What follows belongs to an exercise in optimizing a design on an open flow for small area, a short achievable clock period and few clock cycles per item; a production flow would make more cautious choices.
Function was checked by simulation only, so behaviour that the tests miss may differ from the original.
Power is estimated from default activity; no workload was simulated.

==> flow/design.v (excerpt) <==
module up_sampler #(
    parameter int unsigned IN_W = 400,
    parameter int unsigned IN_H = 300,
    parameter int unsigned DW   = up_sampler_pkg::DW_DEF
) (
    input  logic          clk,
    input  logic          rst,
    output logic          rd_en,
    input  logic          din_valid,
    input  logic [DW-1:0] din,
    output logic          dout_valid,
    input  logic          dout_ready,
    output logic [DW-1:0] dout,
    output logic          sof,
    output logic          eol,
    output logic          frame_done
);
    localparam int unsigned D   = up_sampler_pkg::TAP_D;
    localparam int unsigned K   = IN_W / D;
    localparam int unsigned TW  = $clog2(K);
    localparam int unsigned OW  = $clog2(D);
    localparam int unsigned CW  = $clog2(IN_W + 1);
    localparam int unsigned LW  = $clog2(IN_H);
    logic [TW-1:0] rj, wj;
    logic [OW-1:0] ro, wo;
    logic          ralign, walign;      
    logic [CW-1:0] rc;                  
    logic          rlast;               
    logic          rcopy;               
    logic [LW-1:0] rline;
    logic          rline_last;          
    logic          rsof;                
    logic [CW-1:0] wc;                  
    logic          wc_open;             
    logic          lead_pos, lead_neg;  
    logic          rd_ok, wr_ok;        
    logic rd_go, wr_go, t01, t10;
    logic [DW-1:0] ring_q;
    logic [DW+2:0] pq;
    logic          pv;
    logic [DW-1:0] iq0, iq1;
    logic [1:0]    icnt;
    logic          rd_en_q, req1;
    logic          hv, hph, heol, hlast;
    logic [DW-1:0] hd;
    logic          sof_q, eol_q, fd_q;
    logic take, adv;
    assign rd_go = ralign & ~pv & rd_ok;
    assign wr_go = walign & (icnt != 2'd0) & wr_ok;
    assign t01   = rd_go & rlast & ~rcopy;
    assign t10   = rd_go & rlast & rcopy;
    up_line_buf #(
        .N (IN_W),
        .D (D),
        .DW(DW),
  ...
For scale: roughly 3900 cells after synthesis, about 0.072 sq mm of cells after synthesis.
clock: 5.0 ns
lec_check: 0
abc_clock_period_in_ps: 2000
cap_margin: 20
core_margin: 2
core_utilization: 60
cts_cluster_diameter: 100
cts_cluster_size: 25
place_density: 0.75
setup_slack_margin: 2.7
slew_margin: 20
run.sh (not shown) runs the stock make flow with config.mk's settings and CLKGATE_MAP_FILE= SYNTH_SCRIPT=/design/flow/synth_recipe.tcl, a recipe that flattens the netlist after the stock synthesis.
The starting point produced a layout that fails on antenna violations.
Testbench counts at the start, summed over its fixed seeds: cycles 1,920,208, items 1,920,000.
Rerun with:
CTS_BUF_LIST = sky130_fd_sc_hd__clkbuf_8   (was not set)
CTS_CLUSTER_SIZE = 20   (was 25)
The new run completed without violations. Final cell count came out higher by 0.37%. Sequential share of layout area is higher by 1.5 points. Global-route usage is lower by 1.5 points. Critical path depth does not change. Clock-buffer cell count increases by 20. Fmax went down by 5.8%. Design area decreases by 1.8%.

Setup of v45:
The RTL this note starts from:
==> flow/design.v <==
package up_sampler_pkg;
    localparam int unsigned DW_DEF = 8;
    localparam int unsigned TAP_D  = 25;
    localparam int unsigned STRIDE = TAP_D + 2;
endpackage
module up_line_buf #(
    parameter int unsigned N  = 400,
    parameter int unsigned D  = 25,
    parameter int unsigned DW = 8,
    parameter int unsigned K  = N / D,
    parameter int unsigned TW = (K > 1) ? $clog2(K) : 1
) (
    input  logic          clk,
    input  logic          we,
    input  logic [TW-1:0] wtap,
    input  logic [DW-1:0] wdata,
    input  logic [TW-1:0] rtap,
    output logic [DW-1:0] rdata
);
    logic [N-1:0][DW-1:0] r;
    logic [K-1:0][DW-1:0] tap_q;
    for (genvar i = 0; i < N; i++) begin : g_st
        if (i % D == 0) begin : g_tap
            always_ff @(posedge clk)
                r[i] <= (we && wtap == TW'(i / D)) ? wdata : r[(i + N - 1) % N];
        end else begin : g_pass
            always_ff @(posedge clk)
                r[i] <= r[i - 1];
        end
    end
    for (genvar j = 0; j < K; j++) begin : g_rt
        assign tap_q[j] = r[(j * D + N - 1) % N];
    end
    assign rdata = tap_q[rtap];
endmodule
module up_sampler #(
    parameter int unsigned IN_W = 400,
    parameter int unsigned IN_H = 300,
    parameter int unsigned DW   = up_sampler_pkg::DW_DEF
) (
    input  logic          clk,
    input  logic          rst,
    output logic          rd_en,
    input  logic          din_valid,
    input  logic [DW-1:0] din,
    output logic          dout_valid,
    input  logic          dout_ready,
    output logic [DW-1:0] dout,
    output logic          sof,
    output logic          eol,
    output logic          frame_done
);
    localparam int unsigned D   = up_sampler_pkg::TAP_D;
    localparam int unsigned K   = IN_W / D;
    localparam int unsigned TW  = $clog2(K);
    localparam int unsigned OW  = $clog2(D);
    localparam int unsigned CW  = $clog2(IN_W + 1);
    localparam int unsigned LW  = $clog2(IN_H);
    logic [TW-1:0] rj, wj;
    logic [OW-1:0] ro, wo;
    logic          ralign, walign;      
    logic [CW-1:0] rc;                  
    logic          rlast;               
    logic          rcopy;               
    logic [LW-1:0] rline;
    logic          rline_last;          
    logic          rsof;                
    logic [CW-1:0] wc;                  
    logic          wc_open;             
    logic [CW:0]   lead;                
    logic          lead_pos, lead_neg;  
    logic          rd_ok, wr_ok;        
    logic rd_go, wr_go, t01, t10;
    logic [DW-1:0] ring_q;
    logic [DW+2:0] pq;
    logic          pv;
    logic [DW-1:0] din_q, iq0, iq1;
    logic          dv_q;
    logic [1:0]    icnt;
    logic          rd_en_q, req1, req2;
    logic          hv, hph, heol, hlast;
    logic [DW-1:0] hd;
    logic          sof_q, eol_q, fd_q;
    logic take, adv;
    assign rd_go = ralign & ~pv & rd_ok;
    assign wr_go = walign & (icnt != 2'd0) & wr_ok;
    assign t01   = rd_go & rlast & ~rcopy;
    assign t10   = rd_go & rlast & rcopy;
    up_line_buf #(
        .N (IN_W),
        .D (D),
        .DW(DW),
        .K (K),
        .TW(TW)
    ) u_line_buf (
        .clk  (clk),
        .we   (wr_go),
        .wtap (wj),
        .wdata(iq0),
        .rtap (rj),
        .rdata(ring_q)
    );
    assign adv  = hv & dout_ready & ~hph;
    assign take = ~hv | (dout_ready & hph);
    logic lead_ge2, lead_lem2, pos_n, neg_n, rcopy_n, wc_open_n;
    assign lead_ge2  = ~lead[CW] & (|lead[CW-1:1]);
    assign lead_lem2 = lead[CW] & ~(&lead[CW-1:0]);
    always_comb begin
        if (t01) begin
            pos_n = 1'b0;
            neg_n = 1'b0;
        end else if (t10) begin
            pos_n = (wc != '0) | wr_go;
            neg_n = 1'b0;
        end else if (wr_go == rd_go) begin
            pos_n = lead_pos;
            neg_n = lead_neg;
        end else if (wr_go) begin
            pos_n = ~lead_neg;
            neg_n = lead_lem2;
        end else begin
            pos_n = lead_ge2;
            neg_n = ~lead_pos;
        end
        rcopy_n   = (rd_go & rlast) ? ~rcopy : rcopy;
        wc_open_n = t01 | (wr_go ? (wc != CW'(IN_W - 1)) : wc_open);
    end
    always_ff @(posedge clk) begin
        if (rst) begin
            rj <= '0; ro <= '0; ralign <= 1'b1;
            wj <= '0; wo <= '0; walign <= 1'b1;
            rc <= '0; rlast <= 1'b0; rcopy <= 1'b0;
            rline <= '0; rline_last <= 1'b0; rsof <= 1'b1;
            wc <= '0; wc_open <= 1'b1; lead <= '0;
            lead_pos <= 1'b0; lead_neg <= 1'b0;
            rd_ok <= 1'b0; wr_ok <= 1'b1;
            pv <= 1'b0; icnt <= '0;
            dv_q <= 1'b0; rd_en_q <= 1'b0; req1 <= 1'b0; req2 <= 1'b0;
            hv <= 1'b0; hph <= 1'b0; heol <= 1'b0; hlast <= 1'b0;
            sof_q <= 1'b0; eol_q <= 1'b0; fd_q <= 1'b0;
        end else begin
            if (rd_go) begin
                rj <= rj - TW'(2);
                ro <= OW'(D - 1);
                ralign <= 1'b0;
            end else begin
                ralign <= (ro == OW'(D - 1));
                if (ro == OW'(D - 1)) begin
                    rj <= rj + TW'(1);
                    ro <= '0;
                end else begin
                    ro <= ro + OW'(1);
                end
            end
            if (rd_go) begin
                rc    <= rlast ? '0 : rc + CW'(1);
                rlast <= ~rlast & (rc == CW'(IN_W - 2));
                rsof  <= t10 & rline_last;
                if (t10) begin
                    rline      <= rline_last ? '0 : rline + LW'(1);
                    rline_last <= ~rline_last & (rline == LW'(IN_H - 2));
                end
            end
            rcopy <= rcopy_n;
            if (t01) begin
                wc <= '0;
                wj <= rj - TW'(2);
                wo <= OW'(D - 1);
                walign <= 1'b0;
            end else if (wr_go) begin
                wc <= wc + CW'(1);
                wj <= wj - TW'(2);
                wo <= OW'(D - 1);
                walign <= 1'b0;
            end else begin
                walign <= (wo == OW'(D - 1));
                if (wo == OW'(D - 1)) begin
                    wj <= wj + TW'(1);
                    wo <= '0;
                end else begin
                    wo <= wo + OW'(1);
                end
            end
            wc_open <= wc_open_n;
            if (t01)      lead <= '0;
            else if (t10) lead <= {1'b0, wc} + (wr_go ? 1'b1 : 1'b0);
            else if (wr_go && !rd_go) lead <= lead + 1'b1;
            else if (rd_go && !wr_go) lead <= lead - 1'b1;
            lead_pos <= pos_n;
            lead_neg <= neg_n;
            rd_ok <= rcopy_n | pos_n;
            wr_ok <= rcopy_n ? neg_n : wc_open_n;
            pv <= rd_go | (pv & ~take);
            dv_q <= din_valid;
            icnt <= icnt + (dv_q ? 2'd1 : 2'd0) - (wr_go ? 2'd1 : 2'd0);
            req1 <= rd_en_q;
            req2 <= req1;
            rd_en_q <= ({1'b0, icnt} + (req2 ? 3'd1 : 3'd0) + (req1 ? 3'd1 : 3'd0)
                        + (rd_en_q ? 3'd1 : 3'd0) - (wr_go ? 3'd1 : 3'd0)) < 3'd2;
            fd_q <= hv & dout_ready & hph & hlast;
            if (adv) begin
                hph   <= 1'b1;
                sof_q <= 1'b0;
                eol_q <= heol;
            end else if (take) begin
                hv    <= pv;
                hph   <= 1'b0;
                eol_q <= 1'b0;
                sof_q <= pq[DW+2];
                heol  <= pq[DW+1];
                hlast <= pq[DW];
            end
        end
    end
    always_ff @(posedge clk) begin
        din_q <= din;
        if (take) hd <= pq[DW-1:0];
        if (rd_go) pq <= {rsof, rlast, rcopy & rlast & rline_last, ring_q};
        if (wr_go) begin
            iq0 <= (icnt == 2'd2) ? iq1 : din_q;
            if (icnt == 2'd2) iq1 <= din_q;
        end else if (icnt == 2'd0) begin
            iq0 <= din_q;
        end else if (icnt == 2'd1) begin
            iq1 <= din_q;
        end
    end
    assign rd_en      = rd_en_q;
    assign dout_valid = hv;
    assign dout       = hd;
    assign sof        = sof_q;
    assign eol        = eol_q;
    assign frame_done = fd_q;
endmodule
clock: 5.0 ns
lec_check: 0
abc_clock_period_in_ps: 2000
cap_margin: 20
core_margin: 2
core_utilization: 70
cts_cluster_diameter: 100
cts_cluster_size: 25
setup_slack_margin: 3.0
slew_margin: 20
v45 completed every stage of the flow, and the final layout passed the timing, design-rule and antenna checks.
Testbench counts of v45, summed over its fixed seeds: cycles 1,920,208, items 1,920,000.
--- input diff v45..v21 ---
# v45
export LEC_CHECK = 0
export ABC_CLOCK_PERIOD_IN_PS = 2000
export CAP_MARGIN = 20
export CORE_MARGIN = 2
export CORE_UTILIZATION = 70
export CTS_CLUSTER_DIAMETER = 100
export CTS_CLUSTER_SIZE = 25
export SETUP_SLACK_MARGIN = 3.0
export SLEW_MARGIN = 20
create_clock -name core_clock -period 5.0 [get_ports {clk}]
# v21
export LEC_CHECK = 0
export ABC_CLOCK_PERIOD_IN_PS = 2000
export CAP_MARGIN = 20
export CORE_MARGIN = 2
export CORE_UTILIZATION = 55
export CTS_CLUSTER_DIAMETER = 100
export CTS_CLUSTER_SIZE = 25
export SETUP_SLACK_MARGIN = 3.0
export SLEW_MARGIN = 20
create_clock -name core_clock -period 5.0 [get_ports {clk}]
[summary]
Looking across v45 and v21, the single run that reached the end with no open violations was v45.
Final checks on v21, whose flow otherwise completed, came back failing, citing antenna violations.
Sort v45 and v21 by number of setup buffers added after CTS, descending, and v45 comes first.
The higher relative contribution of the clock network to total power of v45 and v21 is in v21.
[compare] base=v45 new=v21: final-stage net count held steady; standard cell core area picked up an extra 28%.
On cell area after placement: between v45 and v21, it ends up higher for v21.
Sort v45 and v21 by via count of the first global-routing pass asc -> top: v21
v21 against v45: met1 demand-to-capacity share in global routing saw a decrease; part of the cycle the worst path needs saw an increase.
What v20 does differently from v21 at the input level:
# v21
export LEC_CHECK = 0
export ABC_CLOCK_PERIOD_IN_PS = 2000
export CAP_MARGIN = 20
export CORE_MARGIN = 2
export CORE_UTILIZATION = 55
export CTS_CLUSTER_DIAMETER = 100
export CTS_CLUSTER_SIZE = 25
export SETUP_SLACK_MARGIN = 3.0
export SLEW_MARGIN = 20
create_clock -name core_clock -period 5.0 [get_ports {clk}]
# v20
export LEC_CHECK = 0
export ABC_CLOCK_PERIOD_IN_PS = 2000
export CAP_MARGIN = 20
export CORE_MARGIN = 2
export CORE_UTILIZATION = 60
export CTS_CLUSTER_DIAMETER = 100
export CTS_CLUSTER_SIZE = 20
export PLACE_DENSITY = 0.75
export SETUP_SLACK_MARGIN = 3.0
export SLEW_MARGIN = 20
create_clock -name core_clock -period 5.0 [get_ports {clk}]
## What came out
Every stage of the flow completed for v20, and the final layout passed the timing, design-rule and antenna checks.
Changes observed in v20 relative to v21: met1 capacity usage during global routing went up; wire length reported by the detailed router went up.
Re count of non-CTS inverters in the layout: v20 is 1 up on v21.
Initial antenna violation count ends up higher on v21.
[v20 vs v21] die height: lower in v20
Diff v21 -> v20: via count shows an increase of 2.3%; global-route wire length before repair shows an increase of 12%.
Ratio of cells with drive above 1 in the final layout (v20 over v21): increase, 1.0 points
Changes observed in v20 relative to v21: sequential power roughly the same; net total in the final layout higher; post-route cell area higher.

## raven
Another version of the RTL of up_sampler (not shown whole).
For scale: ~4100 cells after synthesis, roughly 3300 flip-flops, roughly 25 I/O pins.
==> flow/config.mk <==
export PLATFORM = sky130hd
export DESIGN_NAME = up_sampler
export DESIGN_NICKNAME = up_sampler
export VERILOG_FILES = /design/flow/design.v
export SDC_FILE = /design/flow/constraint.sdc
export NUM_CORES = 4
export LEC_CHECK = 0
export CAP_MARGIN = 20
export CORE_MARGIN = 2
export CORE_UTILIZATION = 40
export CTS_CLUSTER_DIAMETER = 100
export CTS_CLUSTER_SIZE = 30
export SLEW_MARGIN = 20
==> flow/constraint.sdc <==
create_clock -name core_clock -period 5.0 [get_ports {clk}]
set_input_delay 1.0000 -clock core_clock [delete_from_list [all_inputs] [get_ports {clk}]]
set_output_delay 1.0000 -clock core_clock [all_outputs]
set_load 0.01 [all_outputs]
Testbench counts of raven, summed over its fixed seeds: cycles 1,920,208, items 1,920,000.
### raven -> nickel
Settings: an added SETUP_SLACK_MARGIN of 3.0; a change of CORE_UTILIZATION from 40 to 55; an added ABC_CLOCK_PERIOD_IN_PS of 2000; a change of CTS_CLUSTER_SIZE from 30 to 25.
==> comparison <==
nickel: flow completed, timing, DRC and antenna clean
Delta (nickel minus raven): fmax increased about 40%; sequential share of cell area decreased by 1.5 points relative to the old numbers; total design power went up.
In the reports for nickel and raven, the smaller layout buffer count excluding clock buffers belongs to raven.
Relative to raven, the placer's final routability congestion estimate of nickel is lower by about 5%.
nickel -> raven: number of detailed-route iterations in the first pass flat
Between nickel and raven, the difference in later-pin clock latency in the skew report is negligible.
On path depth of the worst reg2reg path: between nickel and raven, it ends up lower for raven.
| final critical-path required period | nickel vs raven | better |
Delta (nickel minus raven): post-route fraction of the period consumed by the critical path lower; worst hold slack +0.0040 ns.
The following lists how fjord was set up differently from nickel:
Settings: clearing ABC_CLOCK_PERIOD_IN_PS, which used to be 2000; clearing CTS_CLUSTER_SIZE, which used to be 25; clearing SETUP_SLACK_MARGIN, which used to be 3.0; swapping 55 for 40 in CORE_UTILIZATION; clearing CTS_CLUSTER_DIAMETER, which used to be 100.
==> comparison <==
Between nickel and fjord, power increased.
Relative to nickel, sequential share of cell area has decreased by 4.7 points in fjord.
Diff nickel and fjord: number of vias per cell after detailed routing higher in nickel
After synthesis and placement, the instance count of fjord is above that of nickel.
Final critical-path share of the clock period: fjord higher than nickel
The wire length per cell of fjord is lower than that of nickel.
fjord vs. nickel: minimum setup slack in the final design has decreased, routed wire length increased by 3500 um relative to the old numbers, relative area of clock buffers and inverters in the final design picked up an extra 5.9 points, global-route usage went down.

[what the ideal ports hide]
In the flow no input, the clock included, has a driving cell. The finished layouts below were timed again as built, in two steps.
Step 1 assumes that a clkbuf_16 drives the clock port and a buf_2 every other input.
Step 2 also shifts input and output timing later by t, the mid clock arrival at the registers, as if the neighbouring blocks saw the same clock.
Slacks: ideal ports / drivers / drivers and shift; pairs: ideal ports / drivers.
| run | t, ns | setup WS [ns] | worst setup path at the end |
|---|---|---|---|
| the first run of note 1 | 0.835 | 2.677 / 2.605 / 2.387 | input to register |
| the second run of note 1 | 0.965 | 2.535 / 2.465 / 2.432 | input to register |
| v45 | 0.812 | 2.540 / 2.473 / 2.210 | input to register |
| v21 | 0.852 | 2.429 / 2.360 / 2.293 | input to register |
| v20 | 0.857 | 2.664 / 2.595 / 2.349 | input to register |
| raven | 0.825 | 1.122 / 1.122 / 1.122 | register to register |
| nickel | 0.831 | 2.218 / 2.216 / 2.143 | input to register |
| fjord | 0.931 | 1.103 / 1.103 / 1.103 | register to register |
The setup slack of v45, which loses most, moves by -0.067 ns with the drivers and by -0.330 ns with both steps.
